From an optimization exercise on the open Yosys and OpenROAD flow, aimed at small area, a short achievable clock period and few clock cycles per item; shortcuts taken in it are not production practice. Where RTL was checked, it was by simulation tests only, not by an equivalence proof against the original.

==> violet: inputs <==
Design stepper_ramp_pwm_rate_generator_top, start of the top module:
module stepper_ramp_pwm_rate_generator_top (
    input  wire logic        clk,
    input  wire logic        rst_n,
    input  wire logic        cfg_we,
    input  wire logic [1:0]  cfg_addr,
    input  wire logic [27:0] cfg_wdata,
    input  wire logic        s_tvalid,
    output logic             s_tready,
    input  wire logic [55:0] s_tdata,
    output logic             m_tvalid,
    input  wire logic        m_tready,
    output logic [63:0]      m_tdata
);
    logic [15:0] max_rate_reg;
    logic [15:0] ramp_step_reg;
    logic [15:0] ramp_interval_reg;
    logic [27:0] sys_clock_reg;
    always_ff @(posedge clk or negedge rst_n)
    begin
        if (!rst_n)
        begin
            max_rate_reg      <= 16'd65535;
            ramp_step_reg     <= 16'd100;
            ramp_interval_reg <= 16'd10;
            sys_clock_reg     <= 28'd125000000;
        end
        else if (cfg_we)
        begin
            case (cfg_addr)
                2'd0:    max_rate_reg      <= cfg_wdata[15:0];
                2'd1:    ramp_step_reg     <= cfg_wdata[15:0];
                2'd2:    ramp_interval_reg <= cfg_wdata[15:0];
                default: sys_clock_reg     <= cfg_wdata;
            endcase
        end
    end
    logic [1:0]  in_op;
    logic [31:0] in_now;
    logic [15:0] in_req;
    logic        in_fwd;
    assign in_op  = s_tdata[1:0];
    assign in_now = s_tdata[33:2];
  ...
make LEC_CHECK=0 ABC_CLOCK_PERIOD_IN_PS=5000 CAP_MARGIN=20 CORE_MARGIN=2 CORE_UTILIZATION=40 CTS_BUF_LIST='sky130_fd_sc_hd__clkbuf_4 sky130_fd_sc_hd__clkbuf_8' CTS_CLUSTER_SIZE=30 SETUP_SLACK_MARGIN=3.0 SLEW_MARGIN=20 finish   # period 8.0 ns
run.sh (not shown) runs the stock make flow with config.mk's settings and CLKGATE_MAP_FILE= SYNTH_SCRIPT=/design/flow/synth_recipe.tcl, a recipe that flattens the netlist after the stock synthesis.
==> harbor (differences from violet) <==
--- a/flow/design.v
+++ b/flow/design.v
@@ -225,11 +225,14 @@
             last_reg  <= in_now;
         end
     end
     logic        jmp_reg;      
     logic        clp_reg;      
-    logic        pl_reg;       
+    logic        ocap_reg;     
+    logic        ypd_reg;      
+    logic        yclp_reg;     
+    logic        reload;       
     logic        jump;         
     logic        load;         
     logic        z_reg;        
     logic        ov_reg;       
     logic        dcl_pend;     
@@ -240,17 +243,19 @@
     logic        chk_reg;      
     logic        fin_reg;
     logic [2:0]  cnt_reg;      
     logic [2:0]  last_grp;     
     logic [15:0] den_reg;
+    logic [15:0] o_rate;       
     logic [17:0] den3_reg;     
     logic [15:0] den_next;
     logic [1:0]  lp_reg;       
     logic [1:0]  lc_reg;       
     logic [1:0]  lcode;        
     logic        spec_reg;     
     logic        sload;        
+    logic        rst_reg;      
     logic        hit;          
     logic [15:0] rem_spec;
     logic [15:0] rem_reg;
     logic [27:0] quo_reg;
     logic [3:0]  nb_reg;       
@@ -287,30 +292,14 @@
         begin
             sh = {rem_c, nb_reg[2*i+1], nb_reg[2*i]};
             d1 = {1'b0, sh} - {3'b000, den_reg};
             d2 = {1'b0, sh} - {2'b00, den_reg, 1'b0};
             d3 = {1'b0, sh} - {1'b0, den3_reg};
-            if (!d3[18])
-            begin
-                qb_c[2*i+1 -: 2] = 2'd3;
-                rem_c            = d3[15:0];
-            end
-            else if (!d2[18])
-            begin
-                qb_c[2*i+1 -: 2] = 2'd2;
-                rem_c            = d2[15:0];
-            end
-            else if (!d1[18])
-            begin
-                qb_c[2*i+1 -: 2] = 2'd1;
-                rem_c            = d1[15:0];
-            end
-            else
-            begin
-                qb_c[2*i+1 -: 2] = 2'd0;
-                rem_c            = sh[15:0];
-            end
+            qb_c[2*i+1] = !d2[18];
+            qb_c[2*i]   = !d3[18] || (d2[18] && !d1[18]);
+            rem_c = ({16{!d3[18]}} & d3[15:0]) | ({16{d3[18] && !d2[18]}} & d2[15:0])
+                  | ({16{d2[18] && !d1[18]}} & d1[15:0]) | ({16{d1[18]}} & sh[15:0]);
         end
     end
     logic [2:0]  cnt_next;
     logic [15:0] rem_jmp;
     function automatic logic [15:0] rem_at(input logic [1:0] code, input logic [27:0] sc);
@@ -329,24 +318,24 @@
         hit      = spec_reg && (lcode == lp_reg);
         if (sload)
             cnt_next = {1'b0, lp_reg} + 3'd3;
         else if (jump && !hit)
             cnt_next = {1'b0, lcode} + 3'd3;
-        else if (chk_reg && top_f)
-            cnt_next = cnt_reg;
         else
             cnt_next = cnt_reg - 3'd1;
         if (chk_reg && top_f)
-            den_next = dcl_reg ? max_rate_reg : cur_reg;
+            den_next = dcl_reg ? max_rate_reg : (ocap_reg ? o_rate : cur_reg);
+        else if (reload)
+            den_next = cur_reg;
         else if (load)
             den_next = rate_next;
         else if (clp_reg && fit16)
             den_next = max_rate_reg;
         else
             den_next = den_reg;
     end
-    assign sload = load && !(busy_reg && !lowm_reg && !full_reg);
+    assign sload = load;
     always_ff @(posedge clk or negedge rst_n)
     begin
         if (!rst_n)
         begin
             lp_reg   <= 2'd1;
@@ -366,25 +355,24 @@
         den3_reg <= {2'b00, den_next} + {1'b0, den_next, 1'b0};
         if (sload)
             rem_reg <= rem_spec;
         else if (jump && !hit)
             rem_reg <= rem_jmp;
-        else if (!(chk_reg && top_f))
+        else
             rem_reg <= rem_c;
-        if (!hold && !(chk_reg && top_f))
+        if (!hold)
             quo_reg <= {quo_reg[23:0], qb_c};
         if (jump || zfast)
         begin
-            dcl_reg  <= dcl_pend;
+            if (!rst_reg)
+                dcl_reg <= dcl_pend;
             z_reg    <= zero || zfast;
             ov_reg   <= ovf;
             lowm_reg <= fit16 || fit20;
-            full_reg <= 1'b0;
+            full_reg <= rst_reg;
             lc_reg   <= lcode;
         end
-        else if (chk_reg && top_f)
-            full_reg <= 1'b1;
         if (load)
             dcl_pend <= 1'b0;
         else if (clp_reg && fit16)
             dcl_pend <= 1'b1;
     end
@@ -403,11 +391,11 @@
         if (!full_reg && !lc_reg[0])
             qm[15:12] = 4'd0;
         if (lc_reg != 2'd3)
             qm[27:24] = 4'd0;
         qw    = qm[15:0];
-        wlow  = (qw < 16'd11) ? 16'd10 : qw - 16'd1;
+        wlow  = ((qw < 16'd11) ? 16'd11 : qw) - 16'd1;
         qx    = full_reg ? qm[27:16] : qm[15:4];
         cc    = full_reg && (qm[11:0] >= ~qx);
         dv    = {1'b0, qx} + {12'd0, cc};
         hi    = ov_reg || (dv > 13'd4080);
         if (lowm_reg)
@@ -423,39 +411,43 @@
     end
     logic        mv_reg;
     logic        o_en;
     logic [11:0] o_div;
     logic [15:0] o_wrap;
-    logic [15:0] o_rate;
     logic        o_dir;
     logic        o_rep;
     logic        cap;
     logic        ready_in;     
     logic        need_c;
     logic        zero_c;
     logic        zfast;
+    logic        early;        
+    logic        direct;       
     assign need_c   = (in_op == 2'd0) || ((in_op == 2'd1) && running_reg && below_reg);
     assign zero_c   = (in_op == 2'd2) || ((in_op != 2'd0) && !f_tick && (cur_reg == 16'd0));
     assign ready_in = !need_c || (pre_ok && (!f_need || (vis_reg == 2'd2)));
     assign done     = fin_reg || (chk_reg && !top_f);
     assign cap      = done && (!mv_reg || m_tready);
     assign hold     = done && !cap;
-    assign s_tready = ready_in && !hold && !(chk_reg && top_f)
-                      && (pl_reg || (!busy_reg && !jmp_reg));
+    assign early    = busy_reg && (cnt_reg == last_grp) && !zero_c && !ocap_reg
+                      && (!mv_reg || m_tready);
+    assign direct   = !busy_reg && !jmp_reg && !(chk_reg && top_f) && !hold;
+    assign s_tready = ready_in && !ypd_reg && (early || direct);
     assign accept   = s_tvalid && s_tready;
-    assign zfast    = accept && !pl_reg && zero_c;
-    assign load     = (accept && !pl_reg && !zero_c)
-                      || (s_tvalid && ready_in && !pl_reg && busy_reg
-                          && (cnt_reg == last_grp));
-    assign jump     = jmp_reg && !clp_reg && (!pl_reg || accept) && !hold;
+    assign zfast    = accept && zero_c;
+    assign reload   = ypd_reg && cap;
+    assign load     = (accept && !zero_c) || reload;
+    assign jump     = jmp_reg && !clp_reg && !hold && !(chk_reg && top_f);
     always_ff @(posedge clk or negedge rst_n)
     begin
         if (!rst_n)
         begin
             jmp_reg  <= 1'b0;
             clp_reg  <= 1'b0;
-            pl_reg   <= 1'b0;
+            ocap_reg <= 1'b0;
+            ypd_reg  <= 1'b0;
+            rst_reg  <= 1'b0;
             busy_reg <= 1'b0;
             chk_reg  <= 1'b0;
             fin_reg  <= 1'b0;
             cnt_reg  <= '0;
             mv_reg   <= 1'b0;
@@ -463,27 +455,36 @@
         else
         begin
             if (load)
             begin
                 jmp_reg <= 1'b1;
-                clp_reg <= in_op[0] && mwr_reg;
+                clp_reg <= reload ? yclp_reg : (in_op[0] && mwr_reg);
             end
             else
             begin
                 if (jump)
                     jmp_reg <= 1'b0;
                 clp_reg <= 1'b0;
             end
-            if (load && !accept)
-                pl_reg <= 1'b1;
-            else if (accept)
-                pl_reg <= 1'b0;
+            if (accept && busy_reg)
+                ocap_reg <= 1'b1;
+            else if (cap)
+                ocap_reg <= 1'b0;
             if (chk_reg && top_f)
             begin
-                jmp_reg <= 1'b0;
+                jmp_reg <= 1'b1;
                 clp_reg <= 1'b0;
-                pl_reg  <= 1'b0;
+                rst_reg <= 1'b1;
+                if (jmp_reg)
+                    ypd_reg <= 1'b1;
+            end
+            else
+            begin
+                if (jump)
+                    rst_reg <= 1'b0;
+                if (reload)
+                    ypd_reg <= 1'b0;
             end
             cnt_reg <= cnt_next;
             chk_reg <= 1'b0;
             if (cap)
                 fin_reg <= 1'b0;
@@ -494,12 +495,10 @@
                 busy_reg <= !(zero || ovf);
                 fin_reg  <= zero || ovf;
             end
             else if (zfast)
                 fin_reg  <= 1'b1;
-            else if (chk_reg && top_f)
-                busy_reg <= 1'b1;
             else if (busy_reg && (cnt_reg == last_grp))
             begin
                 busy_reg <= 1'b0;
                 if (lowm_reg || full_reg)
                     fin_reg <= 1'b1;
@@ -512,15 +511,20 @@
                 mv_reg <= 1'b0;
         end
     end
     always_ff @(posedge clk)
     begin
+        if (accept)
+            yclp_reg <= in_op[0] && mwr_reg;
         if (cap)
         begin
             o_en   <= !z_reg;
             o_div  <= z_reg ? 12'd0 : div_o;
             o_wrap <= z_reg ? 16'd0 : wrap_o;
+        end
+        if ((cap && !ocap_reg) || (accept && busy_reg))
+        begin
             o_rate <= cur_reg;
             o_dir  <= dir_reg;
             o_rep  <= reprog_reg;
         end
     end
==> flow/flow/run.sh (new file) <==
#!/bin/bash
# Standard layout, except that the port buffers are the smallest plain
# buffer (buf_1) instead of the delay buffer buffer_ports picks by default.
set -euo pipefail
export BUFFER_PORTS_ARGS="-buffer_cell sky130_fd_sc_hd__buf_1"
bash standard.sh > orfs_make.log 2>&1
==> flow/standard.sh (new file) <==
#!/bin/bash
# synth_recipe.tcl (not shown) runs the flow's synth.tcl, then flattens the netlist and writes it again
# the make line also repeats each setting of config.mk as NAME=value (left out here)
make -C /OpenROAD-flow-scripts/flow DESIGN_CONFIG=/design/flow/config.mk WORK_HOME=/design/flow/orfs CLKGATE_MAP_FILE= SYNTH_SCRIPT=/design/flow/synth_recipe.tcl "${@:-finish}"
ABC_CLOCK_PERIOD_IN_PS = not set   (was 5000)
SETUP_SLACK_MARGIN = 2.5   (was 3.0)
removed: flow/run.sh
==> yarrow (differences from violet) <==
--- a/flow/design.v
+++ b/flow/design.v
@@ -225,11 +225,14 @@
             last_reg  <= in_now;
         end
     end
     logic        jmp_reg;      
     logic        clp_reg;      
-    logic        pl_reg;       
+    logic        ocap_reg;     
+    logic        ypd_reg;      
+    logic        yclp_reg;     
+    logic        reload;       
     logic        jump;         
     logic        load;         
     logic        z_reg;        
     logic        ov_reg;       
     logic        dcl_pend;     
@@ -240,17 +243,19 @@
     logic        chk_reg;      
     logic        fin_reg;
     logic [2:0]  cnt_reg;      
     logic [2:0]  last_grp;     
     logic [15:0] den_reg;
+    logic [15:0] o_rate;       
     logic [17:0] den3_reg;     
     logic [15:0] den_next;
     logic [1:0]  lp_reg;       
     logic [1:0]  lc_reg;       
     logic [1:0]  lcode;        
     logic        spec_reg;     
     logic        sload;        
+    logic        rst_reg;      
     logic        hit;          
     logic [15:0] rem_spec;
     logic [15:0] rem_reg;
     logic [27:0] quo_reg;
     logic [3:0]  nb_reg;       
@@ -329,24 +334,24 @@
         hit      = spec_reg && (lcode == lp_reg);
         if (sload)
             cnt_next = {1'b0, lp_reg} + 3'd3;
         else if (jump && !hit)
             cnt_next = {1'b0, lcode} + 3'd3;
-        else if (chk_reg && top_f)
-            cnt_next = cnt_reg;
         else
             cnt_next = cnt_reg - 3'd1;
         if (chk_reg && top_f)
-            den_next = dcl_reg ? max_rate_reg : cur_reg;
+            den_next = dcl_reg ? max_rate_reg : (ocap_reg ? o_rate : cur_reg);
+        else if (reload)
+            den_next = cur_reg;
         else if (load)
             den_next = rate_next;
         else if (clp_reg && fit16)
             den_next = max_rate_reg;
         else
             den_next = den_reg;
     end
-    assign sload = load && !(busy_reg && !lowm_reg && !full_reg);
+    assign sload = load;
     always_ff @(posedge clk or negedge rst_n)
     begin
         if (!rst_n)
         begin
             lp_reg   <= 2'd1;
@@ -366,25 +371,24 @@
         den3_reg <= {2'b00, den_next} + {1'b0, den_next, 1'b0};
         if (sload)
             rem_reg <= rem_spec;
         else if (jump && !hit)
             rem_reg <= rem_jmp;
-        else if (!(chk_reg && top_f))
+        else
             rem_reg <= rem_c;
-        if (!hold && !(chk_reg && top_f))
+        if (!hold)
             quo_reg <= {quo_reg[23:0], qb_c};
         if (jump || zfast)
         begin
-            dcl_reg  <= dcl_pend;
+            if (!rst_reg)
+                dcl_reg <= dcl_pend;
             z_reg    <= zero || zfast;
             ov_reg   <= ovf;
             lowm_reg <= fit16 || fit20;
-            full_reg <= 1'b0;
+            full_reg <= rst_reg;
             lc_reg   <= lcode;
         end
-        else if (chk_reg && top_f)
-            full_reg <= 1'b1;
         if (load)
             dcl_pend <= 1'b0;
         else if (clp_reg && fit16)
             dcl_pend <= 1'b1;
     end
@@ -403,11 +407,11 @@
         if (!full_reg && !lc_reg[0])
             qm[15:12] = 4'd0;
         if (lc_reg != 2'd3)
             qm[27:24] = 4'd0;
         qw    = qm[15:0];
-        wlow  = (qw < 16'd11) ? 16'd10 : qw - 16'd1;
+        wlow  = ((qw < 16'd11) ? 16'd11 : qw) - 16'd1;
         qx    = full_reg ? qm[27:16] : qm[15:4];
         cc    = full_reg && (qm[11:0] >= ~qx);
         dv    = {1'b0, qx} + {12'd0, cc};
         hi    = ov_reg || (dv > 13'd4080);
         if (lowm_reg)
@@ -423,39 +427,43 @@
     end
     logic        mv_reg;
     logic        o_en;
     logic [11:0] o_div;
     logic [15:0] o_wrap;
-    logic [15:0] o_rate;
     logic        o_dir;
     logic        o_rep;
     logic        cap;
     logic        ready_in;     
     logic        need_c;
     logic        zero_c;
     logic        zfast;
+    logic        early;        
+    logic        direct;       
     assign need_c   = (in_op == 2'd0) || ((in_op == 2'd1) && running_reg && below_reg);
     assign zero_c   = (in_op == 2'd2) || ((in_op != 2'd0) && !f_tick && (cur_reg == 16'd0));
     assign ready_in = !need_c || (pre_ok && (!f_need || (vis_reg == 2'd2)));
     assign done     = fin_reg || (chk_reg && !top_f);
     assign cap      = done && (!mv_reg || m_tready);
     assign hold     = done && !cap;
-    assign s_tready = ready_in && !hold && !(chk_reg && top_f)
-                      && (pl_reg || (!busy_reg && !jmp_reg));
+    assign early    = busy_reg && (cnt_reg == last_grp) && !zero_c && !ocap_reg
+                      && (!mv_reg || m_tready);
+    assign direct   = !busy_reg && !jmp_reg && !(chk_reg && top_f) && !hold;
+    assign s_tready = ready_in && !ypd_reg && (early || direct);
     assign accept   = s_tvalid && s_tready;
-    assign zfast    = accept && !pl_reg && zero_c;
-    assign load     = (accept && !pl_reg && !zero_c)
-                      || (s_tvalid && ready_in && !pl_reg && busy_reg
-                          && (cnt_reg == last_grp));
-    assign jump     = jmp_reg && !clp_reg && (!pl_reg || accept) && !hold;
+    assign zfast    = accept && zero_c;
+    assign reload   = ypd_reg && cap;
+    assign load     = (accept && !zero_c) || reload;
+    assign jump     = jmp_reg && !clp_reg && !hold && !(chk_reg && top_f);
     always_ff @(posedge clk or negedge rst_n)
     begin
         if (!rst_n)
         begin
             jmp_reg  <= 1'b0;
             clp_reg  <= 1'b0;
-            pl_reg   <= 1'b0;
+            ocap_reg <= 1'b0;
+            ypd_reg  <= 1'b0;
+            rst_reg  <= 1'b0;
             busy_reg <= 1'b0;
             chk_reg  <= 1'b0;
             fin_reg  <= 1'b0;
             cnt_reg  <= '0;
             mv_reg   <= 1'b0;
@@ -463,27 +471,36 @@
         else
         begin
             if (load)
             begin
                 jmp_reg <= 1'b1;
-                clp_reg <= in_op[0] && mwr_reg;
+                clp_reg <= reload ? yclp_reg : (in_op[0] && mwr_reg);
             end
             else
             begin
                 if (jump)
                     jmp_reg <= 1'b0;
                 clp_reg <= 1'b0;
             end
-            if (load && !accept)
-                pl_reg <= 1'b1;
-            else if (accept)
-                pl_reg <= 1'b0;
+            if (accept && busy_reg)
+                ocap_reg <= 1'b1;
+            else if (cap)
+                ocap_reg <= 1'b0;
             if (chk_reg && top_f)
             begin
-                jmp_reg <= 1'b0;
+                jmp_reg <= 1'b1;
                 clp_reg <= 1'b0;
-                pl_reg  <= 1'b0;
+                rst_reg <= 1'b1;
+                if (jmp_reg)
+                    ypd_reg <= 1'b1;
+            end
+            else
+            begin
+                if (jump)
+                    rst_reg <= 1'b0;
+                if (reload)
+                    ypd_reg <= 1'b0;
             end
             cnt_reg <= cnt_next;
             chk_reg <= 1'b0;
             if (cap)
                 fin_reg <= 1'b0;
@@ -494,12 +511,10 @@
                 busy_reg <= !(zero || ovf);
                 fin_reg  <= zero || ovf;
             end
             else if (zfast)
                 fin_reg  <= 1'b1;
-            else if (chk_reg && top_f)
-                busy_reg <= 1'b1;
             else if (busy_reg && (cnt_reg == last_grp))
             begin
                 busy_reg <= 1'b0;
                 if (lowm_reg || full_reg)
                     fin_reg <= 1'b1;
@@ -512,15 +527,20 @@
                 mv_reg <= 1'b0;
         end
     end
     always_ff @(posedge clk)
     begin
+        if (accept)
+            yclp_reg <= in_op[0] && mwr_reg;
         if (cap)
         begin
             o_en   <= !z_reg;
             o_div  <= z_reg ? 12'd0 : div_o;
             o_wrap <= z_reg ? 16'd0 : wrap_o;
+        end
+        if ((cap && !ocap_reg) || (accept && busy_reg))
+        begin
             o_rate <= cur_reg;
             o_dir  <= dir_reg;
             o_rep  <= reprog_reg;
         end
     end
==> flow/flow/run.sh (new file) <==
#!/bin/bash
# Standard layout, except that the port buffers are the smallest plain
# buffer (buf_1) instead of the delay buffer buffer_ports picks by default.
set -euo pipefail
export BUFFER_PORTS_ARGS="-buffer_cell sky130_fd_sc_hd__buf_1"
bash standard.sh > orfs_make.log 2>&1
==> flow/standard.sh (new file) <==
#!/bin/bash
# synth_recipe.tcl (not shown) runs the flow's synth.tcl, then flattens the netlist and writes it again
# the make line also repeats each setting of config.mk as NAME=value (left out here)
make -C /OpenROAD-flow-scripts/flow DESIGN_CONFIG=/design/flow/config.mk WORK_HOME=/design/flow/orfs CLKGATE_MAP_FILE= SYNTH_SCRIPT=/design/flow/synth_recipe.tcl "${@:-finish}"
ABC_CLOCK_PERIOD_IN_PS = not set   (was 5000)
CORE_UTILIZATION = 60   (was 40)
SETUP_SLACK_MARGIN = 2.5   (was 3.0)
removed: flow/run.sh
==> xenon (differences from violet) <==
--- a/flow/design.v
+++ b/flow/design.v
@@ -247,10 +247,11 @@
     logic [1:0]  lp_reg;       
     logic [1:0]  lc_reg;       
     logic [1:0]  lcode;        
     logic        spec_reg;     
     logic        sload;        
+    logic        rst_reg;      
     logic        hit;          
     logic [15:0] rem_spec;
     logic [15:0] rem_reg;
     logic [27:0] quo_reg;
     logic [3:0]  nb_reg;       
@@ -329,12 +330,10 @@
         hit      = spec_reg && (lcode == lp_reg);
         if (sload)
             cnt_next = {1'b0, lp_reg} + 3'd3;
         else if (jump && !hit)
             cnt_next = {1'b0, lcode} + 3'd3;
-        else if (chk_reg && top_f)
-            cnt_next = cnt_reg;
         else
             cnt_next = cnt_reg - 3'd1;
         if (chk_reg && top_f)
             den_next = dcl_reg ? max_rate_reg : cur_reg;
         else if (load)
@@ -342,11 +341,11 @@
         else if (clp_reg && fit16)
             den_next = max_rate_reg;
         else
             den_next = den_reg;
     end
-    assign sload = load && !(busy_reg && !lowm_reg && !full_reg);
+    assign sload = load;
     always_ff @(posedge clk or negedge rst_n)
     begin
         if (!rst_n)
         begin
             lp_reg   <= 2'd1;
@@ -366,25 +365,24 @@
         den3_reg <= {2'b00, den_next} + {1'b0, den_next, 1'b0};
         if (sload)
             rem_reg <= rem_spec;
         else if (jump && !hit)
             rem_reg <= rem_jmp;
-        else if (!(chk_reg && top_f))
+        else
             rem_reg <= rem_c;
-        if (!hold && !(chk_reg && top_f))
+        if (!hold)
             quo_reg <= {quo_reg[23:0], qb_c};
         if (jump || zfast)
         begin
-            dcl_reg  <= dcl_pend;
+            if (!rst_reg)
+                dcl_reg <= dcl_pend;
             z_reg    <= zero || zfast;
             ov_reg   <= ovf;
             lowm_reg <= fit16 || fit20;
-            full_reg <= 1'b0;
+            full_reg <= rst_reg;
             lc_reg   <= lcode;
         end
-        else if (chk_reg && top_f)
-            full_reg <= 1'b1;
         if (load)
             dcl_pend <= 1'b0;
         else if (clp_reg && fit16)
             dcl_pend <= 1'b1;
     end
@@ -452,10 +450,11 @@
         if (!rst_n)
         begin
             jmp_reg  <= 1'b0;
             clp_reg  <= 1'b0;
             pl_reg   <= 1'b0;
+            rst_reg  <= 1'b0;
             busy_reg <= 1'b0;
             chk_reg  <= 1'b0;
             fin_reg  <= 1'b0;
             cnt_reg  <= '0;
             mv_reg   <= 1'b0;
@@ -477,14 +476,17 @@
                 pl_reg <= 1'b1;
             else if (accept)
                 pl_reg <= 1'b0;
             if (chk_reg && top_f)
             begin
-                jmp_reg <= 1'b0;
+                jmp_reg <= 1'b1;
                 clp_reg <= 1'b0;
                 pl_reg  <= 1'b0;
+                rst_reg <= 1'b1;
             end
+            else if (jump)
+                rst_reg <= 1'b0;
             cnt_reg <= cnt_next;
             chk_reg <= 1'b0;
             if (cap)
                 fin_reg <= 1'b0;
             else if (chk_reg && !top_f)
@@ -494,12 +496,10 @@
                 busy_reg <= !(zero || ovf);
                 fin_reg  <= zero || ovf;
             end
             else if (zfast)
                 fin_reg  <= 1'b1;
-            else if (chk_reg && top_f)
-                busy_reg <= 1'b1;
             else if (busy_reg && (cnt_reg == last_grp))
             begin
                 busy_reg <= 1'b0;
                 if (lowm_reg || full_reg)
                     fin_reg <= 1'b1;
==> flow/flow/run.sh (new file) <==
#!/bin/bash
# Standard layout, except that the port buffers are the smallest plain
# buffer (buf_1) instead of the delay buffer buffer_ports picks by default.
set -euo pipefail
export BUFFER_PORTS_ARGS="-buffer_cell sky130_fd_sc_hd__buf_1"
bash standard.sh > orfs_make.log 2>&1
==> flow/standard.sh (new file) <==
#!/bin/bash
# synth_recipe.tcl (not shown) runs the flow's synth.tcl, then flattens the netlist and writes it again
# the make line also repeats each setting of config.mk as NAME=value (left out here)
make -C /OpenROAD-flow-scripts/flow DESIGN_CONFIG=/design/flow/config.mk WORK_HOME=/design/flow/orfs CLKGATE_MAP_FILE= SYNTH_SCRIPT=/design/flow/synth_recipe.tcl "${@:-finish}"
ABC_CLOCK_PERIOD_IN_PS = not set   (was 5000)
SETUP_SLACK_MARGIN = 2.5   (was 3.0)
removed: flow/run.sh
==> notes <==
Cell count: xenon > violet > harbor > yarrow. Between violet and harbor, the lower final area is in harbor (gap 11%, measured against harbor). Of yarrow and xenon, xenon has the higher register-to-register slack (gap 0.03 ns). Of yarrow and xenon, xenon has the higher fmax (gap 0.62%, measured against xenon).
Testbench counts of violet, summed over its fixed seeds: cycles 6,419, items 2,000.
Testbench counts of yarrow, summed over its fixed seeds: cycles 6,059, items 2,000.
Testbench counts of xenon, summed over its fixed seeds: cycles 6,290, items 2,000.
Only the layout flow was run in harbor; the RTL was not checked for function there.

separate check: timing with driven ports:
In the flow no input, the clock included, has a driving cell. The finished layouts below were timed again as built, in two steps.
Step 1 (the two cells are an assumption about what drives the block):
set clk [get_ports {clk}]
set_driving_cell -lib_cell sky130_fd_sc_hd__clkbuf_16 $clk
set_driving_cell -lib_cell sky130_fd_sc_hd__buf_2 [delete_from_list [all_inputs] $clk]
Step 2, shift: input delay + t, output delay - t, t = (earliest + latest rising clock arrival at the registers) / 2. This alone moves slack from input paths to output paths.
a / b / c = ideal / step 1 / step 2; a / b = the first two.
| run | t (ns) | slack for setup (ns) | latest minus earliest clock arrival (ns) | slew at the worst register clock pin (ns) | cell pins on the clock port's net |
|---|---|---|---|---|---|
| violet | 0.710 | 2.589 / 2.589 / 2.212 | 0.049 / 0.049 | 0.07 / 0.07 | 1 |
| harbor | 0.716 | 2.271 / 2.271 / 1.882 | 0.045 / 0.045 | 0.06 / 0.06 | 1 |
| yarrow | 0.691 | 2.421 / 2.421 / 1.914 | 0.046 / 0.046 | 0.07 / 0.07 | 1 |
| xenon | 0.718 | 2.455 / 2.455 / 1.930 | 0.040 / 0.040 | 0.07 / 0.07 | 1 |
After both steps every run listed still meets setup and hold. The setup slack of xenon, which loses most, moves by 0.000 ns with the drivers and by -0.525 ns with both steps.
